From an optimization exercise on the open Yosys and OpenROAD flow, aimed at small area and a short achievable clock period; shortcuts taken in it are not production practice. Only simulation tests tie the RTL to the original design; equivalence was not proved. Power and IR drop assume default switching activity.

===== flow/design.v =====
`default_nettype none
package alu_fmt_pkg;
    localparam int lane_count = 4;
    localparam int opnd_w = 8;
    localparam int prod_w = 16;
    localparam int res_w = 26;
endpackage
`default_nettype wire
`default_nettype none
module mul8s (
    input  logic [7:0]  a,
    input  logic [3:0]  one,
    input  logic [3:0]  two,
    input  logic [3:0]  neg,
    output logic [15:0] p
);
    logic pp1, pp2, pp3, pp4, pp5, pp6, pp7, pp8, pp9, pp10, pp11, pp12, pp13, pp14, pp15, pp16, pp17, pp18, pp19, pp20, pp21, pp22, pp23, pp24, pp25, pp26, pp27, pp28, pp29, pp30, pp31, pp32, pp33, pp34, pp35, pp36, ns37, ns38, ns39, ns40, s41, c42, s43, c44, s45, c46, s47, c48, s49, c50, s51, c52, s53, c54, s55, c56, s57, c58, s59, c60, s61, c62, s63, c64, s65, c66, s67, c68, s69, c70, s71, c72, s73, c74, s75, c76, s77, c78, s79, c80, s81, c82, s83, c84, s85, c86, s87, c88;
    logic [15:0] r0, r1;
    assign pp1 = ((one[0] & a[0])) ^ neg[0];
    assign pp2 = ((one[0] & a[1]) | (two[0] & a[0])) ^ neg[0];
    assign pp3 = ((one[0] & a[2]) | (two[0] & a[1])) ^ neg[0];
    assign pp4 = ((one[0] & a[3]) | (two[0] & a[2])) ^ neg[0];
    assign pp5 = ((one[0] & a[4]) | (two[0] & a[3])) ^ neg[0];
    assign pp6 = ((one[0] & a[5]) | (two[0] & a[4])) ^ neg[0];
    assign pp7 = ((one[0] & a[6]) | (two[0] & a[5])) ^ neg[0];
    assign pp8 = ((one[0] & a[7]) | (two[0] & a[6])) ^ neg[0];
    assign pp9 = ((one[0] & a[7]) | (two[0] & a[7])) ^ neg[0];
    assign pp10 = ((one[1] & a[0])) ^ neg[1];
    assign pp11 = ((one[1] & a[1]) | (two[1] & a[0])) ^ neg[1];
    assign pp12 = ((one[1] & a[2]) | (two[1] & a[1])) ^ neg[1];
    assign pp13 = ((one[1] & a[3]) | (two[1] & a[2])) ^ neg[1];
    assign pp14 = ((one[1] & a[4]) | (two[1] & a[3])) ^ neg[1];
    assign pp15 = ((one[1] & a[5]) | (two[1] & a[4])) ^ neg[1];
    assign pp16 = ((one[1] & a[6]) | (two[1] & a[5])) ^ neg[1];
    assign pp17 = ((one[1] & a[7]) | (two[1] & a[6])) ^ neg[1];
    assign pp18 = ((one[1] & a[7]) | (two[1] & a[7])) ^ neg[1];
    assign pp19 = ((one[2] & a[0])) ^ neg[2];
    assign pp20 = ((one[2] & a[1]) | (two[2] & a[0])) ^ neg[2];
    assign pp21 = ((one[2] & a[2]) | (two[2] & a[1])) ^ neg[2];
    assign pp22 = ((one[2] & a[3]) | (two[2] & a[2])) ^ neg[2];
    assign pp23 = ((one[2] & a[4]) | (two[2] & a[3])) ^ neg[2];
    assign pp24 = ((one[2] & a[5]) | (two[2] & a[4])) ^ neg[2];
    assign pp25 = ((one[2] & a[6]) | (two[2] & a[5])) ^ neg[2];
    assign pp26 = ((one[2] & a[7]) | (two[2] & a[6])) ^ neg[2];
    assign pp27 = ((one[2] & a[7]) | (two[2] & a[7])) ^ neg[2];
    assign pp28 = ((one[3] & a[0])) ^ neg[3];
    assign pp29 = ((one[3] & a[1]) | (two[3] & a[0])) ^ neg[3];
    assign pp30 = ((one[3] & a[2]) | (two[3] & a[1])) ^ neg[3];
    assign pp31 = ((one[3] & a[3]) | (two[3] & a[2])) ^ neg[3];
    assign pp32 = ((one[3] & a[4]) | (two[3] & a[3])) ^ neg[3];
    assign pp33 = ((one[3] & a[5]) | (two[3] & a[4])) ^ neg[3];
    assign pp34 = ((one[3] & a[6]) | (two[3] & a[5])) ^ neg[3];
    assign pp35 = ((one[3] & a[7]) | (two[3] & a[6])) ^ neg[3];
    assign pp36 = ((one[3] & a[7]) | (two[3] & a[7])) ^ neg[3];
    assign ns37 = ~pp9;
    assign ns38 = ~pp18;
    assign ns39 = ~pp27;
    assign ns40 = ~pp36;
    assign {c42, s41} = neg[3] + pp7;
    assign {c44, s43} = pp8 + pp15;
    assign {c46, s45} = 1'b1 + pp16 + pp23;
    assign {c48, s47} = 1'b1 + pp17;
    assign {c50, s49} = neg[2] + pp5;
    assign {c52, s51} = pp6 + pp13;
    assign {c54, s53} = pp14 + pp21 + pp28;
    assign {c56, s55} = pp22 + pp29 + c42;
    assign {c58, s57} = pp30 + ns37 + c44;
    assign {c60, s59} = pp24 + pp31 + s47;
    assign {c62, s61} = pp25 + pp32 + ns38;
    assign {c64, s63} = 1'b1 + pp26;
    assign {c66, s65} = neg[1] + pp3;
    assign {c68, s67} = pp4 + pp11;
    assign {c70, s69} = pp12 + pp19 + s49;
    assign {c72, s71} = pp20 + c50 + s51;
    assign {c74, s73} = c52 + s41 + s53;
    assign {c76, s75} = s43 + c54 + s55;
    assign {c78, s77} = s45 + c56 + s57;
    assign {c80, s79} = c46 + c58 + s59;
    assign {c82, s81} = c48 + s61 + c60;
    assign {c84, s83} = pp33 + s63 + c62;
    assign {c86, s85} = pp34 + ns39 + c64;
    assign {c88, s87} = 1'b1 + pp35;
    assign r0 = {1'b1, c88, c86, c84, c82, c80, c78, c76, c74, c72, c70, c68, c66, s65, pp2, neg[0]};
    assign r1 = {1'b0, ns40, s87, s85, s83, s81, s79, s77, s75, s73, s71, s69, s67, pp10, 1'b0, pp1};
    mul8s_add u_add (.a(r0), .b(r1), .y(p));
endmodule
module booth_enc (
    input  logic [7:0] x,
    output logic [3:0] one,
    output logic [3:0] two,
    output logic [3:0] neg
);
    logic [8:0] xe;
    assign xe = {x, 1'b0};
    always_comb begin
        for (int j = 0; j < 4; j++) begin
            one[j] = xe[2*j+1] ^ xe[2*j];
            two[j] = (xe[2*j+2] & ~xe[2*j+1] & ~xe[2*j]) | (~xe[2*j+2] & xe[2*j+1] & xe[2*j]);
            neg[j] = xe[2*j+2];
        end
    end
endmodule
`default_nettype wire
`default_nettype none
module sum4g (
    input  logic [15:0] t0,
    input  logic [15:0] t1,
    input  logic [15:0] t2,
    input  logic [15:0] t3,
    input  logic [2:0]  e,
    output logic [17:0] y
);
    logic g1, g2, g3, g4, g5, g6, g7, g8, g9, g10, g11, g12, g13, g14, g15, g16, g17, g18, g19, g20, g21, g22, g23, g24, g25, g26, g27, g28, g29, g30, g31, g32, g33, g34, g35, g36, g37, g38, g39, g40, g41, g42, g43, g44, g45, g46, g47, g48, g49, s50, c51, s52, c53, s54, c55, s56, c57, s58, c59, s60, c61, s62, c63, s64, c65, s66, c67, s68, c69, s70, c71, s72, c73, s74, c75, s76, c77, s78, c79, s80, c81, s82, c83, s84, c85, s86, c87, s88, c89, s90, c91, s92, c93, s94, c95, s96, c97, s98, c99, s100, c101, s102, c103, s104, c105, s106, c107, s108, c109, s110, c111, s112, c113;
    logic [17:0] r0, r1;
    assign g1 = ~t0[15];
    assign g2 = e[0] & t1[0];
    assign g3 = e[0] & t1[1];
    assign g4 = e[0] & t1[2];
    assign g5 = e[0] & t1[3];
    assign g6 = e[0] & t1[4];
    assign g7 = e[0] & t1[5];
    assign g8 = e[0] & t1[6];
    assign g9 = e[0] & t1[7];
    assign g10 = e[0] & t1[8];
    assign g11 = e[0] & t1[9];
    assign g12 = e[0] & t1[10];
    assign g13 = e[0] & t1[11];
    assign g14 = e[0] & t1[12];
    assign g15 = e[0] & t1[13];
    assign g16 = e[0] & t1[14];
    assign g17 = ~(e[0] & t1[15]);
    assign g18 = e[1] & t2[0];
    assign g19 = e[1] & t2[1];
    assign g20 = e[1] & t2[2];
    assign g21 = e[1] & t2[3];
    assign g22 = e[1] & t2[4];
    assign g23 = e[1] & t2[5];
    assign g24 = e[1] & t2[6];
    assign g25 = e[1] & t2[7];
    assign g26 = e[1] & t2[8];
    assign g27 = e[1] & t2[9];
    assign g28 = e[1] & t2[10];
    assign g29 = e[1] & t2[11];
    assign g30 = e[1] & t2[12];
    assign g31 = e[1] & t2[13];
    assign g32 = e[1] & t2[14];
    assign g33 = ~(e[1] & t2[15]);
    assign g34 = e[2] & t3[0];
    assign g35 = e[2] & t3[1];
    assign g36 = e[2] & t3[2];
    assign g37 = e[2] & t3[3];
    assign g38 = e[2] & t3[4];
    assign g39 = e[2] & t3[5];
    assign g40 = e[2] & t3[6];
    assign g41 = e[2] & t3[7];
    assign g42 = e[2] & t3[8];
    assign g43 = e[2] & t3[9];
    assign g44 = e[2] & t3[10];
    assign g45 = e[2] & t3[11];
    assign g46 = e[2] & t3[12];
    assign g47 = e[2] & t3[13];
    assign g48 = e[2] & t3[14];
    assign g49 = ~(e[2] & t3[15]);
    assign {c51, s50} = t0[0] + g2;
    assign {c53, s52} = t0[1] + g3 + g19;
    assign {c55, s54} = t0[2] + g4 + g20;
    assign {c57, s56} = t0[3] + g5 + g21;
    assign {c59, s58} = t0[4] + g6 + g22;
    assign {c61, s60} = t0[5] + g7 + g23;
    assign {c63, s62} = t0[6] + g8 + g24;
    assign {c65, s64} = t0[7] + g9 + g25;
    assign {c67, s66} = t0[8] + g10 + g26;
    assign {c69, s68} = t0[9] + g11 + g27;
    assign {c71, s70} = t0[10] + g12 + g28;
    assign {c73, s72} = t0[11] + g13 + g29;
    assign {c75, s74} = t0[12] + g14 + g30;
    assign {c77, s76} = t0[13] + g15 + g31;
    assign {c79, s78} = t0[14] + g16 + g32;
    assign {c81, s80} = g1 + g17 + g33;
    assign {c83, s82} = g18 + g34;
    assign {c85, s84} = g35 + c51 + s52;
    assign {c87, s86} = g36 + c53 + s54;
    assign {c89, s88} = g37 + c55 + s56;
    assign {c91, s90} = g38 + c57 + s58;
    assign {c93, s92} = g39 + c59 + s60;
    assign {c95, s94} = g40 + c61 + s62;
    assign {c97, s96} = g41 + c63 + s64;
    assign {c99, s98} = g42 + c65 + s66;
    assign {c101, s100} = g43 + c67 + s68;
    assign {c103, s102} = g44 + c69 + s70;
    assign {c105, s104} = g45 + c71 + s72;
    assign {c107, s106} = g46 + c73 + s74;
    assign {c109, s108} = g47 + c75 + s76;
    assign {c111, s110} = g48 + c77 + s78;
    assign {c113, s112} = g49 + c79 + s80;
    assign r0 = {1'b1, c113, c111, c109, c107, c105, c103, c101, c99, c97, c95, c93, c91, c89, c87, c85, c83, s82};
    assign r1 = {1'b0, c81, s112, s110, s108, s106, s104, s102, s100, s98, s96, s94, s92, s90, s88, s86, s84, s50};
    sum4g_add u_add (.a(r0), .b(r1), .y(y));
endmodule
module sum2g (
    input  logic [15:0] t0,
    input  logic [15:0] t1,
    input  logic [0:0]  e,
    output logic [16:0] y
);
    logic g1, g2, g3, g4, g5, g6, g7, g8, g9, g10, g11, g12, g13, g14, g15, g16, g17;
    logic [16:0] r0, r1;
    assign g1 = ~t0[15];
    assign g2 = e[0] & t1[0];
    assign g3 = e[0] & t1[1];
    assign g4 = e[0] & t1[2];
    assign g5 = e[0] & t1[3];
    assign g6 = e[0] & t1[4];
    assign g7 = e[0] & t1[5];
    assign g8 = e[0] & t1[6];
    assign g9 = e[0] & t1[7];
    assign g10 = e[0] & t1[8];
    assign g11 = e[0] & t1[9];
    assign g12 = e[0] & t1[10];
    assign g13 = e[0] & t1[11];
    assign g14 = e[0] & t1[12];
    assign g15 = e[0] & t1[13];
    assign g16 = e[0] & t1[14];
    assign g17 = ~(e[0] & t1[15]);
    assign r0 = {1'b1, g1, t0[14], t0[13], t0[12], t0[11], t0[10], t0[9], t0[8], t0[7], t0[6], t0[5], t0[4], t0[3], t0[2], t0[1], t0[0]};
    assign r1 = {1'b0, g17, g16, g15, g14, g13, g12, g11, g10, g9, g8, g7, g6, g5, g4, g3, g2};
    sum2g_add u_add (.a(r0), .b(r1), .y(y));
endmodule
`default_nettype wire
`default_nettype none
module mul8s_add (
    input  logic [15:0] a,
    input  logic [15:0] b,
    output logic [15:0] y
);
    logic [15:0] ai, bi;
    assign ai = {1'b1, a[14], a[13], a[12], a[11], a[10], a[9], a[8], a[7], a[6], a[5], a[4], a[3], a[2], a[1], a[0]};
    assign bi = {1'b0, b[14], b[13], b[12], b[11], b[10], b[9], b[8], b[7], b[6], b[5], b[4], b[3], b[2], 1'b0, b[0]};
    logic [15:0] cp, cg, cc;
    assign cp = ai ^ bi;
    assign cg = ai & bi;
    logic kg1, kp1;
    assign kg1 = cg[1] | (cp[1] & cg[0]);
    assign kp1 = cp[1] & cp[0];
    logic kg2, kp2;
    assign kg2 = cg[2] | (cp[2] & cg[1]);
    assign kp2 = cp[2] & cp[1];
    logic kg3, kp3;
    assign kg3 = cg[3] | (cp[3] & cg[2]);
    assign kp3 = cp[3] & cp[2];
    logic kg4, kp4;
    assign kg4 = cg[4] | (cp[4] & cg[3]);
    assign kp4 = cp[4] & cp[3];
    logic kg5, kp5;
    assign kg5 = cg[5] | (cp[5] & cg[4]);
    assign kp5 = cp[5] & cp[4];
    logic kg6, kp6;
    assign kg6 = cg[6] | (cp[6] & cg[5]);
    assign kp6 = cp[6] & cp[5];
    logic kg7, kp7;
    assign kg7 = cg[7] | (cp[7] & cg[6]);
    assign kp7 = cp[7] & cp[6];
    logic kg8, kp8;
    assign kg8 = cg[8] | (cp[8] & cg[7]);
    assign kp8 = cp[8] & cp[7];
    logic kg9, kp9;
    assign kg9 = cg[9] | (cp[9] & cg[8]);
    assign kp9 = cp[9] & cp[8];
    logic kg10, kp10;
    assign kg10 = cg[10] | (cp[10] & cg[9]);
    assign kp10 = cp[10] & cp[9];
    logic kg11, kp11;
    assign kg11 = cg[11] | (cp[11] & cg[10]);
    assign kp11 = cp[11] & cp[10];
    logic kg12, kp12;
    assign kg12 = cg[12] | (cp[12] & cg[11]);
    assign kp12 = cp[12] & cp[11];
    logic kg13, kp13;
    assign kg13 = cg[13] | (cp[13] & cg[12]);
    assign kp13 = cp[13] & cp[12];
    logic kg14, kp14;
    assign kg14 = cg[14] | (cp[14] & cg[13]);
    assign kp14 = cp[14] & cp[13];
    logic kg15, kp15;
    assign kg15 = cg[15] | (cp[15] & cg[14]);
    assign kp15 = cp[15] & cp[14];
    logic kg16, kp16;
    assign kg16 = kg2 | (kp2 & cg[0]);
    assign kp16 = kp2 & cp[0];
    logic kg17, kp17;
    assign kg17 = kg3 | (kp3 & kg1);
    assign kp17 = kp3 & kp1;
    logic kg18, kp18;
    assign kg18 = kg4 | (kp4 & kg2);
    assign kp18 = kp4 & kp2;
    logic kg19, kp19;
    assign kg19 = kg5 | (kp5 & kg3);
    assign kp19 = kp5 & kp3;
    logic kg20, kp20;
    assign kg20 = kg6 | (kp6 & kg4);
    assign kp20 = kp6 & kp4;
    logic kg21, kp21;
    assign kg21 = kg7 | (kp7 & kg5);
    assign kp21 = kp7 & kp5;
    logic kg22, kp22;
    assign kg22 = kg8 | (kp8 & kg6);
    assign kp22 = kp8 & kp6;
    logic kg23, kp23;
    assign kg23 = kg9 | (kp9 & kg7);
    assign kp23 = kp9 & kp7;
    logic kg24, kp24;
    assign kg24 = kg10 | (kp10 & kg8);
    assign kp24 = kp10 & kp8;
    logic kg25, kp25;
    assign kg25 = kg11 | (kp11 & kg9);
    assign kp25 = kp11 & kp9;
    logic kg26, kp26;
    assign kg26 = kg12 | (kp12 & kg10);
    assign kp26 = kp12 & kp10;
    logic kg27, kp27;
    assign kg27 = kg13 | (kp13 & kg11);
    assign kp27 = kp13 & kp11;
    logic kg28, kp28;
    assign kg28 = kg14 | (kp14 & kg12);
    assign kp28 = kp14 & kp12;
    logic kg29, kp29;
    assign kg29 = kg15 | (kp15 & kg13);
    assign kp29 = kp15 & kp13;
    logic kg30, kp30;
    assign kg30 = kg18 | (kp18 & cg[0]);
    assign kp30 = kp18 & cp[0];
    logic kg31, kp31;
    assign kg31 = kg19 | (kp19 & kg1);
    assign kp31 = kp19 & kp1;
    logic kg32, kp32;
    assign kg32 = kg20 | (kp20 & kg16);
    assign kp32 = kp20 & kp16;
    logic kg33, kp33;
    assign kg33 = kg21 | (kp21 & kg17);
    assign kp33 = kp21 & kp17;
    logic kg34, kp34;
    assign kg34 = kg22 | (kp22 & kg18);
    assign kp34 = kp22 & kp18;
    logic kg35, kp35;
    assign kg35 = kg23 | (kp23 & kg19);
    assign kp35 = kp23 & kp19;
    logic kg36, kp36;
    assign kg36 = kg24 | (kp24 & kg20);
    assign kp36 = kp24 & kp20;
    logic kg37, kp37;
    assign kg37 = kg25 | (kp25 & kg21);
    assign kp37 = kp25 & kp21;
    logic kg38, kp38;
    assign kg38 = kg26 | (kp26 & kg22);
    assign kp38 = kp26 & kp22;
    logic kg39, kp39;
    assign kg39 = kg27 | (kp27 & kg23);
    assign kp39 = kp27 & kp23;
    logic kg40, kp40;
    assign kg40 = kg28 | (kp28 & kg24);
    assign kp40 = kp28 & kp24;
    logic kg41, kp41;
    assign kg41 = kg29 | (kp29 & kg25);
    assign kp41 = kp29 & kp25;
    logic kg42, kp42;
    assign kg42 = kg34 | (kp34 & cg[0]);
    assign kp42 = kp34 & cp[0];
    logic kg43, kp43;
    assign kg43 = kg35 | (kp35 & kg1);
    assign kp43 = kp35 & kp1;
    logic kg44, kp44;
    assign kg44 = kg36 | (kp36 & kg16);
    assign kp44 = kp36 & kp16;
    logic kg45, kp45;
    assign kg45 = kg37 | (kp37 & kg17);
    assign kp45 = kp37 & kp17;
    logic kg46, kp46;
    assign kg46 = kg38 | (kp38 & kg30);
    assign kp46 = kp38 & kp30;
    logic kg47, kp47;
    assign kg47 = kg39 | (kp39 & kg31);
    assign kp47 = kp39 & kp31;
    logic kg48, kp48;
    assign kg48 = kg40 | (kp40 & kg32);
    assign kp48 = kp40 & kp32;
    logic kg49, kp49;
    assign kg49 = kg41 | (kp41 & kg33);
    assign kp49 = kp41 & kp33;
    assign cc[0] = 1'b0;
    assign cc[1] = cg[0];
    assign cc[2] = kg1;
    assign cc[3] = kg16;
    assign cc[4] = kg17;
    assign cc[5] = kg30;
    assign cc[6] = kg31;
    assign cc[7] = kg32;
    assign cc[8] = kg33;
    assign cc[9] = kg42;
    assign cc[10] = kg43;
    assign cc[11] = kg44;
    assign cc[12] = kg45;
    assign cc[13] = kg46;
    assign cc[14] = kg47;
    assign cc[15] = kg48;
    assign y = cp ^ cc;
endmodule
module sum4g_add (
    input  logic [17:0] a,
    input  logic [17:0] b,
    output logic [17:0] y
);
    logic [17:0] ai, bi;
    assign ai = {1'b1, a[16], a[15], a[14], a[13], a[12], a[11], a[10], a[9], a[8], a[7], a[6], a[5], a[4], a[3], a[2], a[1], a[0]};
    assign bi = {1'b0, b[16], b[15], b[14], b[13], b[12], b[11], b[10], b[9], b[8], b[7], b[6], b[5], b[4], b[3], b[2], b[1], b[0]};
    logic [17:0] cp, cg, cc;
    assign cp = ai ^ bi;
    assign cg = ai & bi;
    logic kg1, kp1;
    assign kg1 = cg[1] | (cp[1] & cg[0]);
    assign kp1 = cp[1] & cp[0];
    logic kg2, kp2;
    assign kg2 = cg[2] | (cp[2] & cg[1]);
    assign kp2 = cp[2] & cp[1];
    logic kg3, kp3;
    assign kg3 = cg[3] | (cp[3] & cg[2]);
    assign kp3 = cp[3] & cp[2];
    logic kg4, kp4;
    assign kg4 = cg[4] | (cp[4] & cg[3]);
    assign kp4 = cp[4] & cp[3];
    logic kg5, kp5;
    assign kg5 = cg[5] | (cp[5] & cg[4]);
    assign kp5 = cp[5] & cp[4];
    logic kg6, kp6;
    assign kg6 = cg[6] | (cp[6] & cg[5]);
    assign kp6 = cp[6] & cp[5];
    logic kg7, kp7;
    assign kg7 = cg[7] | (cp[7] & cg[6]);
    assign kp7 = cp[7] & cp[6];
    logic kg8, kp8;
    assign kg8 = cg[8] | (cp[8] & cg[7]);
    assign kp8 = cp[8] & cp[7];
    logic kg9, kp9;
    assign kg9 = cg[9] | (cp[9] & cg[8]);
    assign kp9 = cp[9] & cp[8];
    logic kg10, kp10;
    assign kg10 = cg[10] | (cp[10] & cg[9]);
    assign kp10 = cp[10] & cp[9];
    logic kg11, kp11;
    assign kg11 = cg[11] | (cp[11] & cg[10]);
    assign kp11 = cp[11] & cp[10];
    logic kg12, kp12;
    assign kg12 = cg[12] | (cp[12] & cg[11]);
    assign kp12 = cp[12] & cp[11];
    logic kg13, kp13;
    assign kg13 = cg[13] | (cp[13] & cg[12]);
    assign kp13 = cp[13] & cp[12];
    logic kg14, kp14;
    assign kg14 = cg[14] | (cp[14] & cg[13]);
    assign kp14 = cp[14] & cp[13];
    logic kg15, kp15;
    assign kg15 = cg[15] | (cp[15] & cg[14]);
    assign kp15 = cp[15] & cp[14];
    logic kg16, kp16;
    assign kg16 = cg[16] | (cp[16] & cg[15]);
    assign kp16 = cp[16] & cp[15];
    logic kg17, kp17;
    assign kg17 = cg[17] | (cp[17] & cg[16]);
    assign kp17 = cp[17] & cp[16];
    logic kg18, kp18;
    assign kg18 = kg2 | (kp2 & cg[0]);
    assign kp18 = kp2 & cp[0];
    logic kg19, kp19;
    assign kg19 = kg3 | (kp3 & kg1);
    assign kp19 = kp3 & kp1;
    logic kg20, kp20;
    assign kg20 = kg4 | (kp4 & kg2);
    assign kp20 = kp4 & kp2;
    logic kg21, kp21;
    assign kg21 = kg5 | (kp5 & kg3);
    assign kp21 = kp5 & kp3;
    logic kg22, kp22;
    assign kg22 = kg6 | (kp6 & kg4);
    assign kp22 = kp6 & kp4;
    logic kg23, kp23;
    assign kg23 = kg7 | (kp7 & kg5);
    assign kp23 = kp7 & kp5;
    logic kg24, kp24;
    assign kg24 = kg8 | (kp8 & kg6);
    assign kp24 = kp8 & kp6;
    logic kg25, kp25;
    assign kg25 = kg9 | (kp9 & kg7);
    assign kp25 = kp9 & kp7;
    logic kg26, kp26;
    assign kg26 = kg10 | (kp10 & kg8);
    assign kp26 = kp10 & kp8;
    logic kg27, kp27;
    assign kg27 = kg11 | (kp11 & kg9);
    assign kp27 = kp11 & kp9;
    logic kg28, kp28;
    assign kg28 = kg12 | (kp12 & kg10);
    assign kp28 = kp12 & kp10;
    logic kg29, kp29;
    assign kg29 = kg13 | (kp13 & kg11);
    assign kp29 = kp13 & kp11;
    logic kg30, kp30;
    assign kg30 = kg14 | (kp14 & kg12);
    assign kp30 = kp14 & kp12;
    logic kg31, kp31;
    assign kg31 = kg15 | (kp15 & kg13);
    assign kp31 = kp15 & kp13;
    logic kg32, kp32;
    assign kg32 = kg16 | (kp16 & kg14);
    assign kp32 = kp16 & kp14;
    logic kg33, kp33;
    assign kg33 = kg17 | (kp17 & kg15);
    assign kp33 = kp17 & kp15;
    logic kg34, kp34;
    assign kg34 = kg20 | (kp20 & cg[0]);
    assign kp34 = kp20 & cp[0];
    logic kg35, kp35;
    assign kg35 = kg21 | (kp21 & kg1);
    assign kp35 = kp21 & kp1;
    logic kg36, kp36;
    assign kg36 = kg22 | (kp22 & kg18);
    assign kp36 = kp22 & kp18;
    logic kg37, kp37;
    assign kg37 = kg23 | (kp23 & kg19);
    assign kp37 = kp23 & kp19;
    logic kg38, kp38;
    assign kg38 = kg24 | (kp24 & kg20);
    assign kp38 = kp24 & kp20;
    logic kg39, kp39;
    assign kg39 = kg25 | (kp25 & kg21);
    assign kp39 = kp25 & kp21;
    logic kg40, kp40;
    assign kg40 = kg26 | (kp26 & kg22);
    assign kp40 = kp26 & kp22;
    logic kg41, kp41;
    assign kg41 = kg27 | (kp27 & kg23);
    assign kp41 = kp27 & kp23;
    logic kg42, kp42;
    assign kg42 = kg28 | (kp28 & kg24);
    assign kp42 = kp28 & kp24;
    logic kg43, kp43;
    assign kg43 = kg29 | (kp29 & kg25);
    assign kp43 = kp29 & kp25;
    logic kg44, kp44;
    assign kg44 = kg30 | (kp30 & kg26);
    assign kp44 = kp30 & kp26;
    logic kg45, kp45;
    assign kg45 = kg31 | (kp31 & kg27);
    assign kp45 = kp31 & kp27;
    logic kg46, kp46;
    assign kg46 = kg32 | (kp32 & kg28);
    assign kp46 = kp32 & kp28;
    logic kg47, kp47;
    assign kg47 = kg33 | (kp33 & kg29);
    assign kp47 = kp33 & kp29;
    logic kg48, kp48;
    assign kg48 = kg38 | (kp38 & cg[0]);
    assign kp48 = kp38 & cp[0];
    logic kg49, kp49;
    assign kg49 = kg39 | (kp39 & kg1);
    assign kp49 = kp39 & kp1;
    logic kg50, kp50;
    assign kg50 = kg40 | (kp40 & kg18);
    assign kp50 = kp40 & kp18;
    logic kg51, kp51;
    assign kg51 = kg41 | (kp41 & kg19);
    assign kp51 = kp41 & kp19;
    logic kg52, kp52;
    assign kg52 = kg42 | (kp42 & kg34);
    assign kp52 = kp42 & kp34;
    logic kg53, kp53;
    assign kg53 = kg43 | (kp43 & kg35);
    assign kp53 = kp43 & kp35;
    logic kg54, kp54;
    assign kg54 = kg44 | (kp44 & kg36);
    assign kp54 = kp44 & kp36;
    logic kg55, kp55;
    assign kg55 = kg45 | (kp45 & kg37);
    assign kp55 = kp45 & kp37;
    logic kg56, kp56;
    assign kg56 = kg46 | (kp46 & kg38);
    assign kp56 = kp46 & kp38;
    logic kg57, kp57;
    assign kg57 = kg47 | (kp47 & kg39);
    assign kp57 = kp47 & kp39;
    logic kg58, kp58;
    assign kg58 = kg56 | (kp56 & cg[0]);
    assign kp58 = kp56 & cp[0];
    logic kg59, kp59;
    assign kg59 = kg57 | (kp57 & kg1);
    assign kp59 = kp57 & kp1;
    assign cc[0] = 1'b0;
    assign cc[1] = cg[0];
    assign cc[2] = kg1;
    assign cc[3] = kg18;
    assign cc[4] = kg19;
    assign cc[5] = kg34;
    assign cc[6] = kg35;
    assign cc[7] = kg36;
    assign cc[8] = kg37;
    assign cc[9] = kg48;
    assign cc[10] = kg49;
    assign cc[11] = kg50;
    assign cc[12] = kg51;
    assign cc[13] = kg52;
    assign cc[14] = kg53;
    assign cc[15] = kg54;
    assign cc[16] = kg55;
    assign cc[17] = kg58;
    assign y = cp ^ cc;
endmodule
module sum2g_add (
    input  logic [16:0] a,
    input  logic [16:0] b,
    output logic [16:0] y
);
    logic [16:0] ai, bi;
    assign ai = {1'b1, a[15], a[14], a[13], a[12], a[11], a[10], a[9], a[8], a[7], a[6], a[5], a[4], a[3], a[2], a[1], a[0]};
    assign bi = {1'b0, b[15], b[14], b[13], b[12], b[11], b[10], b[9], b[8], b[7], b[6], b[5], b[4], b[3], b[2], b[1], b[0]};
    logic [16:0] cp, cg, cc;
    assign cp = ai ^ bi;
    assign cg = ai & bi;
    logic kg1, kp1;
    assign kg1 = cg[1] | (cp[1] & cg[0]);
    assign kp1 = cp[1] & cp[0];
    logic kg2, kp2;
    assign kg2 = cg[3] | (cp[3] & cg[2]);
    assign kp2 = cp[3] & cp[2];
    logic kg3, kp3;
    assign kg3 = cg[5] | (cp[5] & cg[4]);
    assign kp3 = cp[5] & cp[4];
    logic kg4, kp4;
    assign kg4 = cg[7] | (cp[7] & cg[6]);
    assign kp4 = cp[7] & cp[6];
    logic kg5, kp5;
    assign kg5 = cg[9] | (cp[9] & cg[8]);
    assign kp5 = cp[9] & cp[8];
    logic kg6, kp6;
    assign kg6 = cg[11] | (cp[11] & cg[10]);
    assign kp6 = cp[11] & cp[10];
    logic kg7, kp7;
    assign kg7 = cg[13] | (cp[13] & cg[12]);
    assign kp7 = cp[13] & cp[12];
    logic kg8, kp8;
    assign kg8 = cg[15] | (cp[15] & cg[14]);
    assign kp8 = cp[15] & cp[14];
    logic kg9, kp9;
    assign kg9 = kg2 | (kp2 & kg1);
    assign kp9 = kp2 & kp1;
    logic kg10, kp10;
    assign kg10 = kg4 | (kp4 & kg3);
    assign kp10 = kp4 & kp3;
    logic kg11, kp11;
    assign kg11 = kg6 | (kp6 & kg5);
    assign kp11 = kp6 & kp5;
    logic kg12, kp12;
    assign kg12 = kg8 | (kp8 & kg7);
    assign kp12 = kp8 & kp7;
    logic kg13, kp13;
    assign kg13 = kg10 | (kp10 & kg9);
    assign kp13 = kp10 & kp9;
    logic kg14, kp14;
    assign kg14 = kg12 | (kp12 & kg11);
    assign kp14 = kp12 & kp11;
    logic kg15, kp15;
    assign kg15 = kg14 | (kp14 & kg13);
    assign kp15 = kp14 & kp13;
    logic kg16, kp16;
    assign kg16 = kg11 | (kp11 & kg13);
    assign kp16 = kp11 & kp13;
    logic kg17, kp17;
    assign kg17 = kg3 | (kp3 & kg9);
    assign kp17 = kp3 & kp9;
    logic kg18, kp18;
    assign kg18 = kg5 | (kp5 & kg13);
    assign kp18 = kp5 & kp13;
    logic kg19, kp19;
    assign kg19 = kg7 | (kp7 & kg16);
    assign kp19 = kp7 & kp16;
    logic kg20, kp20;
    assign kg20 = cg[2] | (cp[2] & kg1);
    assign kp20 = cp[2] & kp1;
    logic kg21, kp21;
    assign kg21 = cg[4] | (cp[4] & kg9);
    assign kp21 = cp[4] & kp9;
    logic kg22, kp22;
    assign kg22 = cg[6] | (cp[6] & kg17);
    assign kp22 = cp[6] & kp17;
    logic kg23, kp23;
    assign kg23 = cg[8] | (cp[8] & kg13);
    assign kp23 = cp[8] & kp13;
    logic kg24, kp24;
    assign kg24 = cg[10] | (cp[10] & kg18);
    assign kp24 = cp[10] & kp18;
    logic kg25, kp25;
    assign kg25 = cg[12] | (cp[12] & kg16);
    assign kp25 = cp[12] & kp16;
    logic kg26, kp26;
    assign kg26 = cg[14] | (cp[14] & kg19);
    assign kp26 = cp[14] & kp19;
    logic kg27, kp27;
    assign kg27 = cg[16] | (cp[16] & kg15);
    assign kp27 = cp[16] & kp15;
    assign cc[0] = 1'b0;
    assign cc[1] = cg[0];
    assign cc[2] = kg1;
    assign cc[3] = kg20;
    assign cc[4] = kg9;
    assign cc[5] = kg21;
    assign cc[6] = kg17;
    assign cc[7] = kg22;
    assign cc[8] = kg13;
    assign cc[9] = kg23;
    assign cc[10] = kg18;
    assign cc[11] = kg24;
    assign cc[12] = kg16;
    assign cc[13] = kg25;
    assign cc[14] = kg19;
    assign cc[15] = kg26;
    assign cc[16] = kg15;
    assign y = cp ^ cc;
endmodule
`default_nettype wire
`default_nettype none
module matvec_alu_top (
    input  logic        clk,
    input  logic        rst,
    input  logic        in_valid,
    input  logic [31:0] mat_word,
    input  logic [31:0] vec_word,
    input  logic [2:0]  pattern,
    output logic        out_valid,
    output logic [25:0] res_0,
    output logic [25:0] res_1,
    output logic [25:0] res_2,
    output logic [25:0] res_3
);
    logic        v1, v2;
    logic [2:0]  b1;
    always_ff @(posedge clk or negedge rst) begin
        if (!rst) begin
            v1        <= 1'b0;
            v2        <= 1'b0;
            out_valid <= 1'b0;
        end else begin
            v1        <= in_valid;
            v2        <= v1;
            out_valid <= v2;
        end
    end
    logic [31:0] m1;
    logic [3:0]  e_one [4], e_two [4], e_neg [4];
    logic [3:0]  one1 [4], two1 [4], neg1 [4];
    for (genvar gi = 0; gi < 4; gi++) begin : g_enc
        booth_enc u_enc (.x(vec_word[31-8*gi -: 8]), .one(e_one[gi]), .two(e_two[gi]), .neg(e_neg[gi]));
    end
    always_ff @(posedge clk) begin
        m1 <= mat_word;
        for (int i = 0; i < 4; i++) begin
            one1[i] <= e_one[i];
            two1[i] <= e_two[i];
            neg1[i] <= e_neg[i];
        end
        b1 <= pattern;
    end
    logic [15:0] q [4];
    logic [15:0] p [4];
    logic [3:0]  g;
    logic [2:0]  b2;
    for (genvar gi = 0; gi < 4; gi++) begin : g_mul
        mul8s u_mul (.a(m1[31-8*gi -: 8]), .one(one1[gi]), .two(two1[gi]), .neg(neg1[gi]), .p(q[gi]));
    end
    always_ff @(posedge clk) begin
        for (int i = 0; i < 4; i++) begin
            p[i] <= q[i];
        end
        g  <= {~b1[2], ~b1[1] & ~b1[2], ~b1[1], ~b1[0]};
        b2 <= b1;
    end
    logic [17:0] y_n, y3;
    logic [16:0] u_n, u3;
    logic [15:0] p0_3, p3_3;
    sum4g u_y (.t0(p[1]), .t1(p[0]), .t2(p[2]), .t3(p[3]), .e(g[2:0]), .y(y_n));
    sum2g u_u (.t0(p[2]), .t1(p[3]), .e(g[3]), .y(u_n));
    logic z0n, c1y, c1u, c1p, c2u, c2p, c3p;
    always_ff @(posedge clk) begin
        y3   <= y_n;
        u3   <= u_n;
        p0_3 <= p[0];
        p3_3 <= p[3];
        z0n  <= ~b2[0];
        c1y  <= b2[0];
        c1u  <= ~b2[0] & b2[1];
        c1p  <= ~b2[0] & ~b2[1] & b2[2];
        c2u  <= b2[0] & b2[1];
        c2p  <= b2[2] & (b2[0] ^ b2[1]);
        c3p  <= &b2;
    end
    logic [17:0] s0, s1, s2, s3;
    always_comb begin
        s0 = z0n ? y3 : 18'($signed(p0_3));
        s1 = ({18{c1y}} & y3) | ({18{c1u}} & 18'($signed(u3))) | ({18{c1p}} & 18'($signed(p3_3)));
        s2 = ({18{c2u}} & 18'($signed(u3))) | ({18{c2p}} & 18'($signed(p3_3)));
        s3 = {18{c3p}} & 18'($signed(p3_3));
    end
    assign res_0 = 26'($signed(s0));
    assign res_1 = 26'($signed(s1));
    assign res_2 = 26'($signed(s2));
    assign res_3 = 26'($signed(s3));
endmodule
`default_nettype wire

===== flow/flow/run.sh =====
#!/bin/bash
# standard layout, with plain buf_1 cells as the port buffers
set -euo pipefail
export BUFFER_PORTS_ARGS="-buffer_cell sky130_fd_sc_hd__buf_1"
bash standard.sh > standard.log 2>&1

===== flow/standard.sh =====
#!/bin/bash
# synth_recipe.tcl (not shown) runs the flow's synth.tcl, then flattens the netlist and writes it again
# the make line also repeats each setting of config.mk as NAME=value (left out here)
make -C /OpenROAD-flow-scripts/flow DESIGN_CONFIG=/design/flow/config.mk WORK_HOME=/design/flow/orfs CLKGATE_MAP_FILE= SYNTH_SCRIPT=/design/flow/synth_recipe.tcl "${@:-finish}"

===== flow/config.mk =====
export PLATFORM = sky130hd
export DESIGN_NAME = matvec_alu_top
export DESIGN_NICKNAME = matvec_alu_top
export VERILOG_FILES = /design/flow/design.v
export SDC_FILE = /design/flow/constraint.sdc
export NUM_CORES = 4
export LEC_CHECK = 0
export CAP_MARGIN = 20
export CORE_MARGIN = 2
export CORE_UTILIZATION = 40
export SETUP_SLACK_MARGIN = 1.6
export SLEW_MARGIN = 20
export SYNTH_HIERARCHICAL = 1

===== flow/constraint.sdc =====
create_clock -name core_clock -period 5.2 [get_ports {clk}]
set_input_delay 1.0400 -clock core_clock [delete_from_list [all_inputs] [get_ports {clk}]]
set_output_delay 1.0400 -clock core_clock [all_outputs]
set_load 0.01 [all_outputs]

==> metrics.md, run 1 <==
| Metric | Value |
|---|---|
| Status | `no timing/DRC/antenna violations` |
| Setup violators final | `0` |
| Post-route ant nets | `0` |
| Post-place setup slack | `1570 ps` |
| Multi-input logic area | `9840 µm²` |
| Post-Syn Nets | `1844` |
| RSZ-0062 raised after global routing | `true` |
| Vert. Die Dim | `203 µm` |
| Leak | `7.31 nW` |
| Root Driver | `clkbuf_16` |
| CTS tree | `done` |
| GRT overflow | `0` |
| VDD IR max | `269 µV` |
| N_diodes | `0` |
| Setup Skew | `16.2 ps` |
| Hold Path Class | `input pin to asynchronous set/reset pin` |
| Post-Syn Area | `15900 µm²` |
| Placer congestion estimate | `0.875` |
| Final-report hold violation count | `0` |
| Count of buffers from port buffering | `174` |
| Vias after detailed routing | `11009` |
| Setup crit end kind | `flip-flop` |
| I/O pins | `175` |
| Reg clk slew, reported paths | `60 ps` |
| Layout area overhead | `8.26%` |
| Hpwl dp | `29.7 mm` |
| Crit path DAT | `3910 ps` |
| Min setup slack post-route | `1710 ps` |
| Pin count of the biggest net entering global routing | `20` |
| DR WL/cell | `17.2 µm` |
| Fillers | `3771` |
| Pin slew with the least headroom to its limit | `834 ps` |
| Synthesized instance count | `1554` |
| Share of cells above drive strength 1 | `10.4%` |
| Gate power share | `56.9%` |
| # H-tree levels | `1` |
| Clk pwr share | `17.5%` |
| DR iter-0 viols | `661` |
| Vias in the first global route | `11048` |
| Max frequency | `287 MHz` |
| Maximum buffer depth of the clock tree | `3` |
| Yosys warns | `20` |
| Synth Area per Inst | `10.2 µm²` |
| Sw frac | `43.1%` |
| Number of setup buffers added after CTS | `0` |
| Seq. cell area | `4690 µm²` |
| WP data required | `5620 ps` |
| Max Cap Violations | `0` |
| P per Cell Area | `685 nW/µm²` |
| Max Slew Vio Count | `0` |
| Die ar. | `41300 µm²` |
| Site row count | `72` |
| Post-layout min period | `3490 ps` |
| Period utilization | `67.1%` |
| Worst Setup Path Type | `flip-flop to flip-flop` |
| Int Pwr | `6.69 mW` |
| Initial Utilization | `40.8%` |
| Flop pwr share | `25.6%` |
| Critical path launch point type | `flip-flop` |
| Drt total wl | `36.9 mm` |
| Max Fanout on Critical Path | `9` |
| Worst rel slew slack | `44.3%` |
| Die width | `203 µm` |
| CTS buffer count | `27` |
| First-pass DRT Iterations | `6` |
| Setup TNS | `0 ps` |
| Residual DRC | `0` |
| P_sw | `5.08 mW` |
| Core area | `38900 µm²` |
| First-pass GRT wire length | `58.5 mm` |
| # clock sinks | `231` |
| Total global-route track usage | `17.7%` |
| Via density | `5.13` |
| Worst-Skew Late Latency | `550 ps` |
| NumNets Final | `1899` |
| Antenna violations before repair | `0` |
cells in the final DEF (no fill, tap or decap), types with 51 or more instances in the layout:
master	count
a21oi_1	51
a22oi_1	102
and2_1	52
buf_1	174
dfxtp_1	190
fa_1	95
ha_1	122
inv_1	101
nand2_1	75
xnor2_1	114
xor2_1	117
per-layer routing:
metal,routed length (µm),global-route usage (%)
met4,1300,6.70
met3,1870,2.84
met1,16400,23.0
met5,0,0
met2,17300,29.7
critical path, cell delays in order, from the launching register on:
cell and delay [ps]:
dfxtp_2 360, a22oi_1 220, xnor2_1 160, ha_1 170, inv_1 50, fa_1 500
inv_1 60, fa_1 550, ha_4 220, or2_1 240, a311o_1 390, a211oi_2 200
a21oi_1 110, xor2_1 150
state kept, by name, summed over array words and instances, names as in the netlist, 3 cells and up:
| register | flops |
|---|---|
| p | 64 |
| m1 | 32 |
| y3 | 18 |
| u3 | 17 |
| neg1 | 16 |
| one1 | 16 |
| p0_3 | 16 |
| p3_3 | 16 |
| two1 | 16 |
| g | 4 |
| b1 | 3 |
| b2 | 3 |
path summary, 6_finish.rpt:
check	startpoint	to	slack (ps)	depth (start not counted)
hold reg to reg	v1	v2	350	0
setup reg to reg	one1[0][0]	p[0][13]	1710	13
min in group core_clock	v1	v2	350	0
hold / removal	rst	out_valid	290	1
setup / recovery	one1[0][0]	p[0][13]	1710	13
max in group asynchronous	rst	v1	4760	1
power by group through the flow:
stage / Combinational (mW) / Clock, mW / Sequential [mW]
floorplan: 5.41 / 0 / 2.67
global placement: 6.57 / 0 / 3.04
detailed placement: 6.59 / 0 / 3.04
CTS: 6.66 / 2.12 / 3.01
global route: 7.54 / 2.19 / 3.08
finish: 6.69 / 2.07 / 3.01
layout make-up:
cell class	instances	area share, %
clock buffer	30	4.11
clock inverter	18	1.62
inverter	101	2.21
multi-input combinational	1074	57.2
sequential	231	27.3
tap	518	3.77
timing repair buffer	174	3.80
metrics by stage:
stage	hold slack (ps)	utilization, %	instances	cell area (µm²)	power [mW]
global placement	340	41.3	2098	16100	9.61
detailed placement	335	41.3	2098	16100	9.64
CTS	266	43.8	2146	17100	11.8
global route	291	44.2	2146	17200	12.8
floorplan	323	-	1554	15900	8.08
finish	289	44.2	2146	17200	11.8
repair_timing:
| action | CTS | global route |
|---|---|---|
| pin swaps | 0 | 0 |
| gates resized for setup | 2 | 47 |
| hold buffers | 0 | 0 |
| setup endpoints to repair | 2 | 21 |
==> run 2: changes to the inputs <==
--- a/flow/config.mk
+++ b/flow/config.mk
@@ -10,3 +10,5 @@
 export CORE_UTILIZATION = 40
-export SETUP_SLACK_MARGIN = 1.6
+export CTS_BUF_LIST = sky130_fd_sc_hd__clkbuf_4
+export CTS_CLUSTER_SIZE = 30
+export SETUP_SLACK_MARGIN = 2.0
 export SLEW_MARGIN = 20
==> run 2 against run 1 <==
Net effect:
- via count is 3.6% higher
- worst setup slack better by 150 ps
- sequential share of layout area is 0.31 points lower
- hold slack better by 63 ps
- critical path depth stayed put
- largest cell class unchanged
- clock power is 25% lower
- synthesized cell count stayed put
- flip-flop and latch count stayed put
- first-iteration DRC count is 17% lower
- count of clock-buffer cells in the layout is 51 higher
- still clean on timing, DRC and antenna
- area after synthesis stayed put
==> metrics.md, run 2 <==
| Metric | Value |
|---|---|
| Status | `no timing/DRC/antenna violations` |
| Synthesized instance count | `1554` |
| Setup crit end kind | `flip-flop` |
| Hold Path Class | `input pin to flip-flop` |
| Leak | `7.51 nW` |
| Biggest register | `p` |
| Worst rel slew slack | `52.1%` |
| Vias in the first global route | `11568` |
| First-pass GRT wire length | `61.1 mm` |
| RSZ-0062 raised after global routing | `true` |
| Initial Utilization | `40.8%` |
| Share of cells above drive strength 1 | `21.7%` |
| Layout area overhead | `12.4%` |
| Most frequent cells in the layout | `buf_1, dfxtp_1, xor2_1, xnor2_1, ha_1` |
| First-pass DRT Iterations | `5` |
| Count of buffers from port buffering | `174` |
| Hold Path Depth | `1` |
| Placer congestion estimate | `0.884` |
| Sw frac | `44.2%` |
| Worst-path cell chain | `a22oi_2 > xnor2_1 > ha_2 > inv_2 > fa_1 > inv_1 > fa_1 > ha_4 > a211o_1 > a311o_1 > a211oi_2 > a21oi_1 > xor2_1` |
| Int Pwr | `6.79 mW` |
| I/O pins | `175` |
| Max incr delay on CP | `500 ps` |
| Max Slew Vio Count | `0` |
| CTS buffer count | `59` |
| Commonest non-fill, non-tap cell in the layout | `buf_1` |
| Post-route ant nets | `0` |
| Hpwl dp | `29.6 mm` |
| Antenna violations before repair | `2` |
| Final-report hold violation count | `0` |
| Vias after detailed routing | `11400` |
| Post-place setup slack | `1700 ps` |
| Via density | `5.09` |
| Worst-Skew Late Latency | `780 ps` |
| Die width | `203 µm` |
| Site row count | `72` |
| WP data required | `5840 ps` |
| Root Driver | `clkbuf_4` |
| # clock sinks | `231` |
| Crit path DAT | `3980 ps` |
| Most used cell along the critical path | `fa_1` |
| Post-Syn Nets | `1844` |
| Max Fanout on Critical Path | `4` |
| Setup violators final | `0` |
| Max FFs per register | `64` |
| DR iter-0 viols | `551` |
| NumNets Final | `1969` |
| # H-tree levels | `2` |
| Worst path slowest cell | `fa_1` |
| Reg clk slew, reported paths | `60 ps` |
| Die ar. | `41300 µm²` |
| VDD IR max | `253 µV` |
| Post-layout min period | `3340 ps` |
| Yosys warns | `20` |
| DR WL/cell | `17.3 µm` |
| WHS | `352 ps` |
| Pin slew with the least headroom to its limit | `719 ps` |
| Maximum buffer depth of the clock tree | `3` |
| Clk pwr share | `12.8%` |
| Fillers | `3732` |
| Total power | `12.2 mW` |
| P per Cell Area | `682 nW/µm²` |
| Flop pwr share | `24.8%` |
| Max Cap Violations | `0` |
| P_sw | `5.39 mW` |
| Core area | `38900 µm²` |
| Setup Skew | `31.7 ps` |
| Setup TNS | `0 ps` |
| Vert. Die Dim | `203 µm` |
| Biggest regs | `p x64, m1 x32, y3 x18` |
| Drt total wl | `38.7 mm` |
| Max frequency | `299 MHz` |
| Reg2Reg Depth | `13` |
| Total global-route track usage | `18.6%` |
| Layout Cells excl Fill | `2239` |
| Post-Syn Area | `15900 µm²` |
| Placed cell count | `2098` |
| Worst Setup Path Type | `flip-flop to flip-flop` |
| GRT overflow | `0` |
| Critical path launch point type | `flip-flop` |
| Pin count of the biggest net entering global routing | `20` |
| CTS tree | `done` |
| Period utilization | `64.2%` |
| Synth Area per Inst | `10.2 µm²` |
| Residual DRC | `0` |
| Gate power share | `62.4%` |
| Min setup slack post-route | `1860 ps` |
[run 2: what timing repair did]
item | CTS | global route
pin swaps | 20 | 54
setup buffers | 27 | 10
hold buffers | 1 | 0
resized for setup | 141 | 75
hold endpoints to repair | 3 | 0
setup endpoints to repair | 100 | 32
[run 2: layout make-up]
type                       instances  area [µm²]  share of cell area, %
antenna                            3        7.51                 0.0420
tap                              518         648                   3.63
clock buffer                      81         608                   3.41
timing repair buffer             212         956                   5.35
clock inverter                    19         133                  0.743
sequential                       231        4810                   27.0
multi-input combinational       1074       10300                   57.7
inverter                         101         379                   2.12
[run 2: through the flow]
step	cell area, µm²	utilization [%]
after global routing	17900	45.9
after floorplan	15900	-
after CTS	17400	44.8
after global placement	16100	41.5
final	17900	45.9
after detailed placement	16100	41.5
[run 2: worst max-delay path: cells and delay by family, from the launching register on]
family | cells | cell delay, ps
flip-flops | 1 | 350
buffers and inverters | 2 | 80
AO/OA/AOI/OAI | 5 | 1120
adder cells (fa/ha/maj) | 4 | 1350
XOR/XNOR | 2 | 310
[run 2: routing by layer]
metal	up-vias	global-route usage, %	part of all wire, %
met5	-	0	0
met4	0	6.28	2.8
met3	76	3.98	4.9
met2	294	31.4	48
met1	5486	23.5	44
li1	5544	-	-
[run 2: final timing paths]
kind / start / endpoint / slack, ps
setup reg to reg: m1[6] / p[3][13] / 1860
min in group asynchronous: rst / v1 / 590
hold / removal: mat_word[17] / m1[17] / 350
hold reg to reg: p[0][6] / p0_3[6] / 350
setup / recovery: m1[6] / p[3][13] / 1860
max in group asynchronous: rst / v2 / 4440
[run 2: power groups by stage]
stage,Combinational (mW),Sequential (mW),Clock [mW]
4_1_cts,7.10,3.01,1.64
6_report,7.60,3.02,1.56
3_3_place_gp,6.62,3.05,0
5_1_grt,8.46,3.08,1.72
2_1_floorplan,5.48,2.67,0
3_5_place_dp,6.65,3.05,0
==> run 3: changes to the inputs <==
--- a/flow/config.mk
+++ b/flow/config.mk
@@ -12,3 +12,3 @@
 export CTS_CLUSTER_SIZE = 30
-export SETUP_SLACK_MARGIN = 2.0
+export SETUP_SLACK_MARGIN = 1.8
 export SLEW_MARGIN = 20
==> run 3 against run 2 <==
Net effect:
- still clean on timing, DRC and antenna
- final cell count fell by 0.40%
- hold slack lost 240 ps
- worst setup slack lost 82 ps
- via count is 0.92% lower
- largest power group unchanged
==> metrics.md, run 3 <==
| Metric | Value |
|---|---|
| Sw frac | `44.5%` |
| First-pass GRT wire length | `59.8 mm` |
| Core area | `38900 µm²` |
| Hold Path Class | `input pin to asynchronous set/reset pin` |
| Max Slew Vio Count | `0` |
| P per Cell Area | `670 nW/µm²` |
| Leak | `7.40 nW` |
| Die ar. | `41300 µm²` |
| Vias in the first global route | `11491` |
| First-pass DRT Iterations | `8` |
| Most frequent cells in the layout | `buf_1, dfxtp_1, ha_1, xor2_1, xnor2_1` |
| Setup violators final | `0` |
| Flop pwr share | `26.0%` |
| Antenna violations before repair | `1` |
| Layout area overhead | `9.11%` |
| Synthesized instance count | `1554` |
| WP data required | `5790 ps` |
| Drt total wl | `37.6 mm` |
| Worst-Skew Late Latency | `740 ps` |
| Commonest non-fill, non-tap cell in the layout | `buf_1` |
| Core Util, Final | `44.5%` |
| Worst reg2reg startpoint | `one1[0][0]` |
| Max frequency | `292 MHz` |
| Critical path launch point type | `flip-flop` |
| # clock sinks | `231` |
| Die width | `203 µm` |
| Crit path DAT | `4010 ps` |
| Site row count | `72` |
| Min setup slack post-route | `1780 ps` |
| Synth Area per Inst | `10.2 µm²` |
| Max Fanout on Critical Path | `8` |
| Vert. Die Dim | `203 µm` |
| P_sw | `5.16 mW` |
| CTS buffer count | `66` |
| Vias after detailed routing | `11295` |
| Worst reg2reg setup slack | `1780 ps` |
| Post-layout min period | `3420 ps` |
| Post-Syn Nets | `1844` |
| Post-place setup slack | `1570 ps` |
| CTS tree | `done` |
| Status | `no timing/DRC/antenna violations` |
| Setup Skew | `40.8 ps` |
| Critical R2R Capture | `p[0][13]` |
| Biggest regs | `p x64, m1 x32, y3 x18` |
| Placer congestion estimate | `0.875` |
| Residual DRC | `0` |
| Post-route ant nets | `0` |
| GRT overflow | `0` |
| Root Driver | `clkbuf_4` |
| Clk pwr share | `14.9%` |
| Max Cap Violations | `0` |
| DR iter-0 viols | `573` |
| Gate power share | `59.1%` |
| # H-tree levels | `3` |
| Count of buffers from port buffering | `174` |
| Setup TNS | `0 ps` |
| Int Pwr | `6.44 mW` |
| Layout Cells excl Fill | `2230` |
| Placed Area | `16100 µm²` |
| Pin count of the biggest net entering global routing | `20` |
| Pin slew with the least headroom to its limit | `707 ps` |
| I/O pins | `175` |
| Biggest register | `p` |
| Total power | `11.6 mW` |
| VDD IR max | `255 µV` |
| Period utilization | `65.8%` |
| Total global-route track usage | `18.4%` |
| WHS | `110 ps` |
| Final-report hold violation count | `0` |
| DR WL/cell | `16.9 µm` |
| Reg clk slew, reported paths | `60 ps` |
| Post-Syn Area | `15900 µm²` |
| Worst rel slew slack | `52.9%` |
| Yosys warns | `20` |
| Via density | `5.07` |
| RSZ-0062 raised after global routing | `true` |
| Hold_buf cts | `0` |
| Initial Utilization | `40.8%` |
| NumNets Final | `1951` |
| Hpwl dp | `29.7 mm` |
| Worst Setup Path Type | `flip-flop to flip-flop` |
| Setup crit end kind | `flip-flop` |
| Max FFs per register | `64` |
| Maximum buffer depth of the clock tree | `3` |
| Post-route cell area | `17300 µm²` |
| Reg2Reg Depth | `13` |
| Placed cell count | `2098` |
| Share of cells above drive strength 1 | `17.4%` |
## run 3: how the worst max path moves through the flow
stage,startpoint,to,cells after the start
floorplan,one1[0][0],p[0][13],14
global placement,m1[30],p[0][13],13
detailed placement,m1[6],p[3][13],13
CTS,one1[0][0],p[0][13],13
global route,one1[0][0],p[0][13],13
finish,one1[0][0],p[0][13],13
## run 3: final cells by class
cell class	instances	area, µm²
Fill cell	3805	21600
Multi-Input combinational cell	1074	9930
Sequential cell	231	4760
Timing Repair Buffer	187	751
Tap cell	518	648
Clock buffer	84	631
Inverter	101	379
Clock inverter	34	228
Antenna cell	1	2.50
## run 3: timing repair
action / 4_1_cts / 5_1_grt
pin swaps: 6 / 16
resized for setup: 72 / 49
gates cloned: 0 / 0
setup buffers: 0 / 13
endpoints found under the setup margin: 31 / 49
## run 3: per-layer routing
| metal | vias up | track usage (%) | part of all wire (%) |
|---|---|---|---|
| li1 | 5535 | - | - |
| met1 | 5346 | 22.9 | 44 |
| met2 | 324 | 30.3 | 47 |
| met4 | 0 | 8.65 | 4.0 |
| met3 | 90 | 3.87 | 5.2 |
| met5 | - | 0 | 0 |
## run 3: power by group through the flow
stage	sequential (mW)	combinational [mW]	clock, mW
after global routing	3.08	7.72	1.89
after floorplan	2.67	5.41	0
after CTS	3.02	6.75	1.81
after detailed placement	3.04	6.59	0
final	3.02	6.85	1.73
after global placement	3.04	6.57	0
## run 3: worst max-delay path, cell delays in order, from the launching register on
cell and delay, ps:
dfxtp_4 370, a22oi_2 190, xnor2_1 150, ha_2 210
inv_2 40, fa_1 500, inv_1 50, fa_1 520
ha_4 210, or2_1 240, a311o_1 350, a211oi_2 190
a21oi_1 100, xor2_1 150

-- static timing again, ports no longer ideal --
How much do the figures lean on ideal ports? The routed layouts below were timed once more, with nothing changed but the port constraints.
Step 1 sets driving cells, clkbuf_16 on the clock port and buf_2 on the other inputs (assumed; they add their load-dependent delay and slew).
Step 2 adds t to the input delays and takes it off the output delays; t is the mean of the earliest and latest rising clock arrival at the registers after step 1. Input paths then give back, and output paths get back, about the clock's delay inside the block.
Slacks: ideal ports / drivers / drivers and shift; pairs: ideal ports / drivers.
run	shift t [ns]	slack for setup (ns)	worst register clock-pin slew, ns
run 1	0.593	1.713 / 1.713 / 1.713	0.06 / 0.06
run 2	0.814	1.861 / 1.861 / 1.861	0.08 / 0.08
run 3	0.768	1.780 / 1.780 / 1.780	0.07 / 0.07
After both steps every run listed still meets setup and hold.
